Background: an optimization exercise with open tools, aiming at small area, a short achievable clock period and few clock cycles per item. Do not read the settings as production practice.
Where RTL was checked, it was by simulation tests only, not by an equivalence proof against the original.
Power figures rest on the tool's default switching activity, not on a simulated workload.

## motor_speed_pi_pid_control_core
module motor_speed_pi_pid_control_core #(
    parameter int SAMPLE_WIDTH   = 16,
    parameter int GAIN_FRAC_BITS = 8,
    parameter int ACC_WIDTH      = 48
) (
    input  wire logic                                   i_clk,
    input  wire logic                                   i_rst_n,
    input  wire logic                                   i_s_axis_tvalid,
    output      logic                                   o_s_axis_tready,
    input  wire logic [((2*SAMPLE_WIDTH+1+7)/8)*8-1:0]  i_s_axis_tdata,
    output      logic                                   o_m_axis_tvalid,
    input  wire logic                                   i_m_axis_tready,
    output      logic [mspc_pkg::OUT_DATA_W-1:0]        o_m_axis_tdata,
    input  wire logic                                   i_cfg_we,
    input  wire logic [mspc_pkg::CFG_ADDR_W-1:0]        i_cfg_addr,
    input  wire logic [mspc_pkg::CFG_DATA_W-1:0]        i_cfg_wdata
);
export LEC_CHECK = 0
export ABC_AREA = 1
export CAP_MARGIN = 20
export CORE_MARGIN = 2
export CORE_UTILIZATION = 55
export PLACE_DENSITY = 0.7
export SLEW_MARGIN = 20
create_clock -name core_clock -period 20.0 [get_ports {i_clk}]
standard.sh (not shown) runs the stock make flow with config.mk's settings and CLKGATE_MAP_FILE= SYNTH_SCRIPT=/design/flow/synth_recipe.tcl, a recipe that flattens the netlist after the stock synthesis.
==> flow/flow/run.sh <==
#!/bin/bash
set -euo pipefail
MARGIN=${MARGIN:-14.7}
sed 's/yosys synth -nofsm -noshare/yosys synth -nofsm -noshare -noabc/' synth_recipe.tcl > synth_noabc.tcl
bash standard.sh SYNTH_SCRIPT="$PWD/synth_noabc.tcl" SYNTH_OPERATIONS_ARGS=-booth SETUP_SLACK_MARGIN=$MARGIN \
    "BUFFER_PORTS_ARGS=-buffer_cell sky130_fd_sc_hd__buf_2" finish > standard_flow.log 2>&1
Testbench counts at the start, summed over its fixed seeds: cycles 19,416, items 19,200.
Next try:
--- a/flow/design.v
+++ b/flow/design.v
@@ -141,47 +141,20 @@
                      : w_ovf_n ? {1'b1, {(AW-1){1'b0}}}
                      : {w_hi_next, w_t[SW-1:0]};
     always_ff @(posedge i_clk) begin
         if (!i_rst_n) begin
             o_acc <= '0;
         end else if (i_step) begin
             o_acc <= w_next;
         end
     end
 endmodule
-module mspc_sub_ks #(
-    parameter int W = 17,
-    parameter int L = 5          
-) (
-    input  wire logic [W-1:0] i_a,
-    input  wire logic [W-1:0] i_b,
-    output      logic [W-1:0] o_d
-);
-    logic [W-1:0] w_p [0:L];
-    logic [W-1:0] w_g [0:L];
-    logic [W-1:0] w_nb;
-    assign w_nb     = ~i_b;
-    assign w_p[0]   = i_a ^ w_nb;
-    assign w_g[0]   = (i_a & w_nb) | {{(W-1){1'b0}}, i_a[0] | w_nb[0]};
-    for (genvar l = 0; l < L; l++) begin : g_lvl
-        for (genvar i = 0; i < W; i++) begin : g_bit
-            if (i >= (1 << l)) begin : g_op
-                assign w_g[l+1][i] = w_g[l][i] | (w_p[l][i] & w_g[l][i-(1<<l)]);
-                assign w_p[l+1][i] = w_p[l][i] & w_p[l][i-(1<<l)];
-            end else begin : g_pass
-                assign w_g[l+1][i] = w_g[l][i];
-                assign w_p[l+1][i] = w_p[l][i];
-            end
-        end
-    end
-    assign o_d = w_p[0] ^ {w_g[L][W-2:0], 1'b1};
-endmodule
 module mspc_shape (
     input  wire logic                            i_mode,
     input  wire logic [mspc_pkg::ACC_W-1:0]      i_acc,
     input  wire logic [mspc_pkg::SUM_W-1:0]      i_raw,
     input  wire logic [mspc_pkg::LIMIT_W-1:0]    i_limit,
     output      logic [mspc_pkg::DRIVE_W-1:0]    o_drive,
     output      logic                            o_clamped
 );
     localparam int AW = mspc_pkg::ACC_W;
     localparam int SW = mspc_pkg::SUM_W;
@@ -1637,69 +1610,72 @@
         .o_g2             (c_g2),
         .o_pos_ki         (c_pos_ki),
         .o_pwm_limit      (c_pwm_limit),
         .o_integral_limit (c_int_limit)
     );
     logic r_en;          
     logic w_en;
     assign w_en            = r_en;
     assign o_s_axis_tready = r_en;
     logic          r0_v, r0_run;
-    logic [EW-1:0] r0_e;
+    logic [15:0]   r0_t, r0_m;
+    logic [EW-1:0] w_e;
     always_ff @(posedge i_clk) begin
         if (!i_rst_n) begin
             r0_v <= 1'b0;
         end else if (w_en) begin
             r0_v <= i_s_axis_tvalid;
         end
     end
-    logic [EW-1:0] w_e_in;
-    mspc_sub_ks #(.W(EW)) u_sub (
-        .i_a ({i_s_axis_tdata[15], i_s_axis_tdata[15:0]}),
-        .i_b ({i_s_axis_tdata[31], i_s_axis_tdata[31:16]}),
-        .o_d (w_e_in)
-    );
     always_ff @(posedge i_clk) begin
         if (w_en) begin
-            r0_e   <= w_e_in;
+            r0_t   <= i_s_axis_tdata[15:0];
+            r0_m   <= i_s_axis_tdata[31:16];
             r0_run <= i_s_axis_tdata[32];
         end
     end
     logic          w_step0;
     logic [EW-1:0] r_pa, r_pb;         
     logic [15:0]   r_i;                
     logic [EW:0]   w_diff;
     logic [EW:0]   w_isum;
     logic [EW:0]   w_ilim;
     logic [15:0]   w_inext;
+    assign w_e     = {r0_t[15], r0_t} - {r0_m[15], r0_m};
     assign w_step0 = w_en && r0_v && r0_run;
-    assign w_diff  = {r0_e[EW-1], r0_e} - {r_pa[EW-1], r_pa};
-    assign w_isum  = {{2{r_i[15]}}, r_i} + {r0_e[EW-1], r0_e};
+    assign w_diff  = {w_e[EW-1], w_e} - {r_pa[EW-1], r_pa};
+    logic [EW:0]   w_i18, w_t18, w_nm18, w_is_s, w_is_c;
+    assign w_i18   = {{2{r_i[15]}}, r_i};
+    assign w_t18   = {{2{r0_t[15]}}, r0_t};
+    assign w_nm18  = ~{{2{r0_m[15]}}, r0_m};
+    assign w_is_s  = w_i18 ^ w_t18 ^ w_nm18;
+    assign w_is_c  = (w_i18 & w_t18) | (w_i18 & w_nm18) | (w_t18 & w_nm18);
+    assign w_isum  = w_is_s + {w_is_c[EW-1:0], 1'b1};
     assign w_ilim  = {3'b000, c_int_limit};
     always_comb begin
         if ($signed(w_isum) > $signed(w_ilim)) begin
             w_inext = w_ilim[15:0];
         end else if ($signed(w_isum) < -$signed(w_ilim)) begin
             w_inext = 16'(-w_ilim);
         end else begin
             w_inext = w_isum[15:0];
         end
     end
     always_ff @(posedge i_clk) begin
         if (!i_rst_n) begin
             r_pa <= '0;
             r_pb <= '0;
         end else if (c_swap) begin
             r_pa <= r_pb;
             r_pb <= r_pa;
         end else if (w_step0) begin
-            r_pa <= r0_e;
+            r_pa <= w_e;
         end
     end
     always_ff @(posedge i_clk) begin
         if (!i_rst_n) begin
             r_i <= '0;
         end else if (w_step0 && c_mode) begin
             r_i <= w_inext;
         end
     end
     logic          r1_v, r1_run;
Effect:
- hold slack is worse by 0.012 ns
- wire length went up by about 9%
- core utilization barely changes
- sequential share of layout area went up by 0.65 points
- combinational power went down by about 2%
- synthesized cell count went up by about 1.1%
- non-clock buffer count went down by 7
- first-iteration DRC count went up by about 28%
- synthesized area went up by 2.0%
- cell area went up by about 1.8%
- cell count went up by 1.0%
- global-route usage went up by 0.55 points
- clock-buffer cell count went down by 1
Testbench counts after the change, summed over its fixed seeds: cycles 19,416, items 19,200.

* * *

the previous run:
motor_speed_pi_pid_control_core, a different RTL version from the one above (not shown whole).
Size: roughly 4,300 cells after synthesis, ~380 flip-flops, roughly 90 I/O pins, roughly 38,000 um2 of cells after synthesis.
==> flow/design.v (excerpt) <==
module motor_speed_pi_pid_control_core #(
    parameter int SAMPLE_WIDTH   = 16,
    parameter int GAIN_FRAC_BITS = 8,
    parameter int ACC_WIDTH      = 48
) (
    input  wire logic                                   i_clk,
    input  wire logic                                   i_rst_n,
    input  wire logic                                   i_s_axis_tvalid,
    output      logic                                   o_s_axis_tready,
    input  wire logic [((2*SAMPLE_WIDTH+1+7)/8)*8-1:0]  i_s_axis_tdata,
    output      logic                                   o_m_axis_tvalid,
    input  wire logic                                   i_m_axis_tready,
    output      logic [mspc_pkg::OUT_DATA_W-1:0]        o_m_axis_tdata,
    input  wire logic                                   i_cfg_we,
    input  wire logic [mspc_pkg::CFG_ADDR_W-1:0]        i_cfg_addr,
    input  wire logic [mspc_pkg::CFG_DATA_W-1:0]        i_cfg_wdata
);
export LEC_CHECK = 0
export ABC_AREA = 1
export CAP_MARGIN = 20
export CORE_MARGIN = 2
export CORE_UTILIZATION = 55
export PLACE_DENSITY = 0.7
export SLEW_MARGIN = 20
create_clock -name core_clock -period 20.0 [get_ports {i_clk}]
Scripts as last shown in full above: flow/flow/run.sh
Relative to the previous run, the following input files were edited for the current run:
--- a/flow/design.v
+++ b/flow/design.v
@@ -142,45 +142,18 @@
                      : {w_hi_next, w_t[SW-1:0]};
     always_ff @(posedge i_clk) begin
         if (!i_rst_n) begin
             o_acc <= '0;
         end else if (i_step) begin
             o_acc <= w_next;
         end
     end
 endmodule
-module mspc_sub_ks #(
-    parameter int W = 17
-) (
-    input  wire logic [W-1:0] i_a,
-    input  wire logic [W-1:0] i_b,
-    output      logic [W-1:0] o_d
-);
-    localparam int L = $clog2(W);
-    logic [W-1:0] w_p [0:L];
-    logic [W-1:0] w_g [0:L];
-    logic [W-1:0] w_nb;
-    assign w_nb     = ~i_b;
-    assign w_p[0]   = i_a ^ w_nb;
-    assign w_g[0]   = (i_a & w_nb) | {{(W-1){1'b0}}, i_a[0] | w_nb[0]};
-    for (genvar l = 0; l < L; l++) begin : g_lvl
-        for (genvar i = 0; i < W; i++) begin : g_bit
-            if (i >= (1 << l)) begin : g_op
-                assign w_g[l+1][i] = w_g[l][i] | (w_p[l][i] & w_g[l][i-(1<<l)]);
-                assign w_p[l+1][i] = w_p[l][i] & w_p[l][i-(1<<l)];
-            end else begin : g_pass
-                assign w_g[l+1][i] = w_g[l][i];
-                assign w_p[l+1][i] = w_p[l][i];
-            end
-        end
-    end
-    assign o_d = w_p[0] ^ {w_g[L][W-2:0], 1'b1};
-endmodule
 module mspc_shape (
     input  wire logic                            i_mode,
     input  wire logic [mspc_pkg::ACC_W-1:0]      i_acc,
     input  wire logic [mspc_pkg::SUM_W-1:0]      i_raw,
     input  wire logic [mspc_pkg::LIMIT_W-1:0]    i_limit,
     output      logic [mspc_pkg::DRIVE_W-1:0]    o_drive,
     output      logic                            o_clamped
 );
     localparam int AW = mspc_pkg::ACC_W;
@@ -1646,27 +1619,22 @@
     logic          r0_v, r0_run;
     logic [EW-1:0] r0_e;
     always_ff @(posedge i_clk) begin
         if (!i_rst_n) begin
             r0_v <= 1'b0;
         end else if (w_en) begin
             r0_v <= i_s_axis_tvalid;
         end
     end
-    logic [EW-1:0] w_e_in;
-    mspc_sub_ks #(.W(EW)) u_sub (
-        .i_a ({i_s_axis_tdata[15], i_s_axis_tdata[15:0]}),
-        .i_b ({i_s_axis_tdata[31], i_s_axis_tdata[31:16]}),
-        .o_d (w_e_in)
-    );
     always_ff @(posedge i_clk) begin
         if (w_en) begin
-            r0_e   <= w_e_in;
+            r0_e   <= {i_s_axis_tdata[15], i_s_axis_tdata[15:0]}
+                    - {i_s_axis_tdata[31], i_s_axis_tdata[31:16]};
             r0_run <= i_s_axis_tdata[32];
         end
     end
     logic          w_step0;
     logic [EW-1:0] r_pa, r_pb;         
     logic [15:0]   r_i;                
     logic [EW:0]   w_diff;
     logic [EW:0]   w_isum;
     logic [EW:0]   w_ilim;
==> results.txt <==
- The flow did not stop early for the previous run: all stages ran, and the layout cleared the timing, DRC and antenna checks.
- The current run ended with every stage complete and zero timing, DRC or antenna violations.
- Between the previous run and the current run, the core utilization does not differ in any meaningful way.
- Between the current run and the previous run, the post-route cell area does not differ in any meaningful way.
- The previous run vs the current run, endpoint of the worst setup timing path: r2_b[21] vs r0_e[14]
- Row met3 wire length: the current run higher / the previous run lower
- Diff the previous run..the current run | core box area | negligible
- The current run vs. the previous run: combined area of the multi-input logic cells fell 130 um2; worst slack after detailed placement down 37 ps; die area saw an increase; part of the total power dissipated in combinational logic went down 0.2 points.
- Relative to the previous run, synthesized-area fraction occupied by ao, oa, aoi and oai cells has gone down in the current run.
No functional check of the RTL was part of any run of this note.

port drivers added, routing unchanged:
In the flow no input, the clock included, has a driving cell. The finished layouts below were timed again as built, in two steps. Step 1 sets driving cells, clkbuf_16 on the clock port and buf_2 on the other inputs (assumed; they add their load-dependent delay and slew). Step 2 adds t to the input delays and takes it off the output delays; t is the mean of the earliest and latest rising clock arrival at the registers after step 1. Input paths then give back, and output paths get back, about the clock's delay inside the block. Three values: ideal, step 1, step 2; two values: the first two.
run	shift t [ns]	setup WS [ns]	slew at the worst register clock pin (ns)	worst slew at a driven data input, ns
the first run of note 1	0.655	14.723 / 14.723 / 14.166	0.07 / 0.07	0.05
the second run of note 1	0.663	14.686 / 14.686 / 14.222	0.06 / 0.06	0.04
the previous run	0.655	14.723 / 14.723 / 14.166	0.07 / 0.07	0.05
the current run	0.657	14.599 / 14.614 / 13.957	0.07 / 0.07	0.06
After both steps setup and hold are still met in every run listed. The setup slack of the current run, which loses most, moves by +0.015 ns with the drivers and by -0.642 ns with both steps.
